This design comes from an exercise in tuning for small area, a short achievable clock period and few clock cycles per item on the open sky130 flow, not from production work. The RTL was checked by simulation tests, not by an equivalence proof against the original design. Power is estimated from default activity; no workload was simulated.

File: design/flow/config.mk
export PLATFORM = sky130hd
export DESIGN_NAME = instr_fetch
export DESIGN_NICKNAME = instr_fetch
export VERILOG_FILES = /design/flow/design.v
export SDC_FILE = /design/flow/constraint.sdc
export NUM_CORES = 4
export LEC_CHECK = 0
export CAP_MARGIN = 20
export CORE_MARGIN = 2
export CORE_UTILIZATION = 40
export SLEW_MARGIN = 20
File: design/flow/constraint.sdc
create_clock -name core_clock -period 5.0 [get_ports {clk}]
set_input_delay 1.0000 -clock core_clock [delete_from_list [all_inputs] [get_ports {clk}]]
set_output_delay 1.0000 -clock core_clock [all_outputs]
set_load 0.01 [all_outputs]
File: design/flow/run.sh
#!/bin/bash
# synth_recipe.tcl (not shown) runs the flow's synth.tcl, then flattens the netlist and writes it again
# the make line also repeats each setting of config.mk as NAME=value (left out here)
make -C /OpenROAD-flow-scripts/flow DESIGN_CONFIG=/design/flow/config.mk WORK_HOME=/design/flow/orfs CLKGATE_MAP_FILE= SYNTH_SCRIPT=/design/flow/synth_recipe.tcl finish
File: design/flow/design.v
module instr_fetch #(
  parameter int          IMEM_DEPTH = 64,
  parameter logic [31:0] PC_RESET   = 32'h0000_0000,
  parameter logic [31:0] HALT_WORD  = 32'hFFFF_FFFF
) (
  input  logic          clk,
  input  logic          reset,
  input  logic          load_en,
  input  logic [$clog2(IMEM_DEPTH)-1:0] load_addr,
  input  logic [31:0]   load_data,
  input  logic          start,
  input  logic          instr_ready,
  input  logic          PCSrc,
  output logic          instr_valid,
  output logic [31:0]   Instr,
  output logic [31:0]   pc,
  output logic          halted,
  output logic          pc_err
);
  localparam int AW = $clog2(IMEM_DEPTH);
  typedef enum logic [1:0] {
    IDLE  = 2'd0,
    FETCH = 2'd1,
    ISSUE = 2'd2,
    HALT  = 2'd3
  } state_t;
  state_t      r_state;
  state_t      w_state_nxt;
  logic [31:0] r_pc;
  logic [31:0] w_pc_nxt;
  logic [31:0] r_instr;
  logic        r_pc_err;
  logic        w_pc_err_nxt;
  logic        w_fetch;
  logic        w_load_ok;
  logic        w_handshake;
  logic [31:0] w_imm_ext;
  logic [31:0] w_npc;
  logic        w_oor;
  logic [31:0] r_imem [IMEM_DEPTH];
  assign w_load_ok   = (r_state == IDLE) || (r_state == HALT);
  assign w_handshake = (r_state == ISSUE) && instr_ready;
  assign w_imm_ext = {{14{r_instr[15]}}, r_instr[15:0], 2'b00};
  assign w_npc     = r_pc + 32'd4 + (PCSrc ? w_imm_ext : 32'd0);
  assign w_oor     = |w_npc[31:AW+2];
  always_ff @(posedge clk) begin
    if (load_en && w_load_ok) begin
      r_imem[load_addr] <= load_data;
    end
  end
  always_ff @(posedge clk) begin
    if (reset) begin
      r_state  <= IDLE;
      r_pc     <= PC_RESET;
      r_instr  <= 32'd0;
      r_pc_err <= 1'b0;
    end else begin
      r_state  <= w_state_nxt;
      r_pc     <= w_pc_nxt;
      r_pc_err <= w_pc_err_nxt;
      if (w_fetch) begin
        r_instr <= r_imem[r_pc[AW+1:2]];
      end
    end
  end
  always_comb begin
    w_state_nxt  = r_state;
    w_pc_nxt     = r_pc;
    w_pc_err_nxt = r_pc_err;
    w_fetch      = 1'b0;
    unique case (r_state)
      IDLE, HALT: begin
        if (start) begin
          w_state_nxt  = FETCH;
          w_pc_nxt     = PC_RESET;
          w_pc_err_nxt = 1'b0;
        end
      end
      FETCH: begin
        w_fetch     = 1'b1;
        w_state_nxt = ISSUE;
      end
      ISSUE: begin
        if (w_handshake) begin
          if (r_instr == HALT_WORD) begin
            w_state_nxt = HALT;
          end else begin
            w_pc_nxt = w_npc;
            if (w_oor) begin
              w_state_nxt  = HALT;
              w_pc_err_nxt = 1'b1;
            end else begin
              w_state_nxt = FETCH;
            end
          end
        end
      end
      default: w_state_nxt = IDLE;
    endcase
  end
  assign instr_valid = (r_state == ISSUE);
  assign halted      = (r_state == HALT);
  assign Instr       = r_instr;
  assign pc          = r_pc;
  assign pc_err      = r_pc_err;
endmodule
==> results.txt <==
## power by group through the flow
stage	Clock (mW)	Combinational [mW]	Sequential [mW]
after floorplan	0	0.553	19.9
final	15.0	1.16	19.6
after global routing	15.9	1.25	19.6
after global placement	0	1.14	20.0
after CTS	15.3	1.17	19.6
after detailed placement	0	1.17	20.0
## worst reg2reg max path, stage by stage (launching register included)
cell,delay [ns]
dfxtp_4,0.70
inv_1,0.10
ha_1,0.21
inv_1,0.06
ha_1,0.15
inv_1,0.06
fa_1,0.44
nor2b_1,0.18
o2111ai_1,0.18
a21boi_2,0.23
a211oi_2,0.13
a31oi_2,0.37
a41oi_2,0.20
xnor2_1,0.18
nor4_1,0.35
and4_1,0.28
a211oi_1,0.08
## worst paths after layout
kind / start / end / slack [ns] / cells past startpoint
hold reg to reg: r_pc[10]$_SDFFE_PP0P_ / r_pc[10]$_SDFFE_PP0P_ / 0.50 / 2
hold / removal: r_pc[10]$_SDFFE_PP0P_ / r_pc[10]$_SDFFE_PP0P_ / 0.50 / 2
setup reg to reg: r_pc[2]$_SDFFE_PP0P_ / r_state[1]$_SDFFE_PP0P_ / 0.95 / 16
setup / recovery: PCSrc / r_state[1]$_SDFFE_PP0P_ / 0.84 / 16
## per-layer routing
layer,GRT usage [%],wire length [µm]
met1,28.9,89000
met2,32.4,103000
met3,3.00,14000
met4,4.66,3980
met5,0,50
## logic make-up after synthesis
| kind of cell | synth area share, % |
|---|---|
| AO/OA/AOI/OAI | 0.909 |
| flip-flops | 76.4 |
| multiplexers | 18.8 |
| buffers and inverters | 1.09 |
| AND/OR/NAND/NOR | 1.48 |
| other | 0.00456 |
| adder cells (fa/ha/maj) | 0.953 |
| XOR/XNOR | 0.330 |
## synth_stat cells, types with 2 or more instances
| cell type | count | area (µm²) |
|---|---|---|
| edfxtp_1 | 2048 | 61500 |
| mux4_2 | 672 | 15100 |
| nor2_1 | 139 | 522 |
| clkbuf_1 | 106 | 398 |
| dfxtp_1 | 65 | 1300 |
| ha_1 | 61 | 763 |
| nand2_1 | 39 | 146 |
| a21oi_1 | 37 | 185 |
| buf_2 | 34 | 170 |
| mux2i_1 | 34 | 340 |
| buf_1 | 21 | 78.8 |
| and2_1 | 20 | 125 |
| nand3_1 | 20 | 100 |
| buf_4 | 19 | 143 |
| xnor2_1 | 19 | 166 |
| a22oi_1 | 16 | 120 |
| inv_1 | 16 | 60.1 |
| nand4_1 | 13 | 81.3 |
| xor2_1 | 12 | 105 |
| o21ai_0 | 11 | 55.1 |
| nor3_1 | 7 | 35.0 |
| a21o_1 | 5 | 37.5 |
| nor4_1 | 5 | 31.3 |
| o21ai_1 | 5 | 25.0 |
| a211oi_1 | 4 | 30.0 |
| a31oi_1 | 4 | 25.0 |
| buf_6 | 4 | 45.0 |
| nand3b_1 | 4 | 30.0 |
| nor2b_1 | 4 | 25.0 |
| o211ai_1 | 4 | 30.0 |
| and3_1 | 3 | 18.8 |
| nor3b_1 | 3 | 22.5 |
| a211oi_2 | 2 | 25.0 |
| a21boi_0 | 2 | 15.0 |
| a21boi_1 | 2 | 15.0 |
| nand4b_1 | 2 | 17.5 |
| o2111ai_1 | 2 | 17.5 |
| o21a_1 | 2 | 15.0 |
| o21bai_1 | 2 | 15.0 |
| o221ai_1 | 2 | 17.5 |
| or3b_2 | 2 | 17.5 |
## cell usage in the layout (no fill, tap or decap), types with 19 or more instances in the layout
master           count
edfxtp_1          2048
mux4_2             672
clkbuf_16          211
buf_4              146
clkdlybuf4s50_1     75
nor2_1              74
nor2_4              64
ha_1                60
dfxtp_1             59
clkbuf_1            44
nand2_1             39
clkinv_1            39
clkinv_2            38
a21oi_1             37
mux2i_1             34
buf_12              34
and2_1              20
nand3_1             20
xnor2_1             19
## sequential cells by signal (all words and copies together), names as in the netlist
name,count
r_pc,30
r_state,2
r_instr,32
r_pc_err,1
r_imem,2048
## stage by stage
step                worst slack [ns]  std cells  hold WS (ns)  util, %
floorplan                      0.877       3492         0.492        -
global placement              0.0269       6260         0.487     42.9
detailed placement            0.0315       6260         0.492     42.9
CTS                            0.881       6635         0.501     46.1
global route                   0.530       6636         0.535     46.1
finish                         0.844       6642         0.497     46.1
## cell type report
class	instances	share of cell area (%)
well taps	2688	3.57
repair buffers	264	2.73
diodes	7	0.0186
inverters	16	0.0637
clock inverters	113	0.993
multi-input cells	1179	20.1
clock buffers	262	5.88
flip-flops and latches	2113	66.6
==> flow_summary.json <==
{
  "status": "timing/DRC/antenna clean",
  "crit_path_end_kind": "register",
  "synth.distinct_cells": 60,
  "routedWlPerCell_um": 31.6,
  "fmax_ghz": 0.241,
  "nFillCells": 16781,
  "relSlewSlack_pct": 25.3,
  "htree_num_levels": 4,
  "worstSkewPairLatency_ns": 0.83,
  "power_density_nw_per_um2": 379,
  "fin_area_um2": 94300,
  "synth_area_um2": 82200,
  "synth_flop_cell": "edfxtp_1",
  "clk_pin_slew_ns": 0.06,
  "period_minus_slack_ns": 4.16,
  "grt_max_degree": 114,
  "postRouteAntennaNets": 0,
  "multi_input_area_um2": 19000,
  "power_frac_seq_pct": 54.9,
  "crit_required_ns": 5.67,
  "dp.final_hpwl_um": 116000,
  "crit_type": "in2reg",
  "finalSetupViolCount": 0,
  "drive_gt1_share_pct": 31.3,
  "die_y_um": 457,
  "worst_clock_skew_ns": 0.0186,
  "power_switching_mw": 7.31,
  "vias": 38718,
  "slew_viol_final": 0,
  "syn_area_per_cell_um2": 23.5,
  "wirelength_um": 210000,
  "cts_buffer_depth": 3,
  "synth_warnings": 1,
  "std_cell_rows": 166,
  "fin_setup_tns_ns": 0,
  "grt.overflow.total": 0,
  "synth-edff-count": 2048,
  "numCtsBuffers": 205,
  "cts_tree": "done",
  "cts-resized-gates": 0,
  "drtIter0Drc": 4482,
  "hold_viol": 0,
  "min_path_type": "reg2reg",
  "maxCapViolCount": 0,
  "drcViolationCount": 0,
  "cts-root-buf": "clkbuf_16",
  "cp.arrival_ns": 4.82,
  "die_area_um2": 209000,
  "cts.sinks": 2113,
  "postPlaceCellArea_um2": 87700,
  "grt_pass1_vias": 38995,
  "num-nets-final": 3885,
  "path_delay_family": "simple AND/OR/NAND/NOR gates",
  "crit_path_max_incr_delay_ns": 0.51,
  "viasPerCell": 5.83,
  "routabilityCongestion": 0.859,
  "synth-seq-area-share_pct": 76.4,
  "postCtsSetupRepairBufs": 0,
  "design.core.area_um2": 204000,
  "fin_crit_sh_pct": 83.1,
  "grt_first_pass_wirelength_um": 298000,
  "area_growth_pct": 14.7,
  "path_buf_inv": 3,
  "p_comb_share_pct": 3.2,
  "portBuffers": 108,
  "cts_hold_buf": 0,
  "io_pins": 111,
  "crit_fanout": 14,
  "p_sw_share_pct": 20.5,
  "rsz0062_at_grt": "no",
  "die_x_um": 457,
  "crit_path_start_kind": "input pin",
  "leakagePower_nw": 28.3,
  "antenna_found_initial": 30,
  "first_pass_iters": 5,
  "irDropWorstVdd_mv": 0.372,
  "ys_seq_elements": 2113,
  "tightest_slew_ns": 1.12,
  "clkPwrFrac_pct": 41.9,
  "internal_power_mw": 28.4,
  "start_util_pct": 40.2,
  "slowest_stage": "clkdlybuf4s50_1",
  "total_power_mw": 35.7,
  "async_flop_share_pct": 0,
  "grt_usage_pct": 20.1,
  "crit_chain": "clkdlybuf4s50_1, buf_4, and2_1, buf_4, ha_1, ha_1, a21oi_1, o21ai_1, a21oi_1, a221oi_1, a211oi_2, xnor2_1, or3b_1, nor4_1, and4_1, a211oi_1",
  "synth_cells": 3491,
  "final-seq-area_um2": 62800
}
Testbench counts, summed over its fixed seeds: cycles 8,574, items 3,967.

[port drivers added, routing unchanged]
No port has a modelled driver above. Below, the same layout with a new extraction and two added sets of constraints. Step 1, drivers: a clkbuf_16 drives clk and a buf_2 each remaining input, both assumed. Step 2 times the ports against the registers' clock, not the clock port: input delays grow and output delays shrink by t, the midpoint of the rising clock arrivals with the driver on. Three values: ideal, step 1, step 2; two values: the first two.
shift t [ns]: 0.911
slack for setup (ns): 0.844 / 0.902 / -0.009
worst setup path at the end: input to register
clock arrival spread, ns: 0.033 / 0.033
cell pins on the clock port's net: 1
Met with ideal ports but missed after step 2: setup timing in this run. For this run, drivers alone change the setup slack by +0.058 ns; drivers and shift together by -0.853 ns.
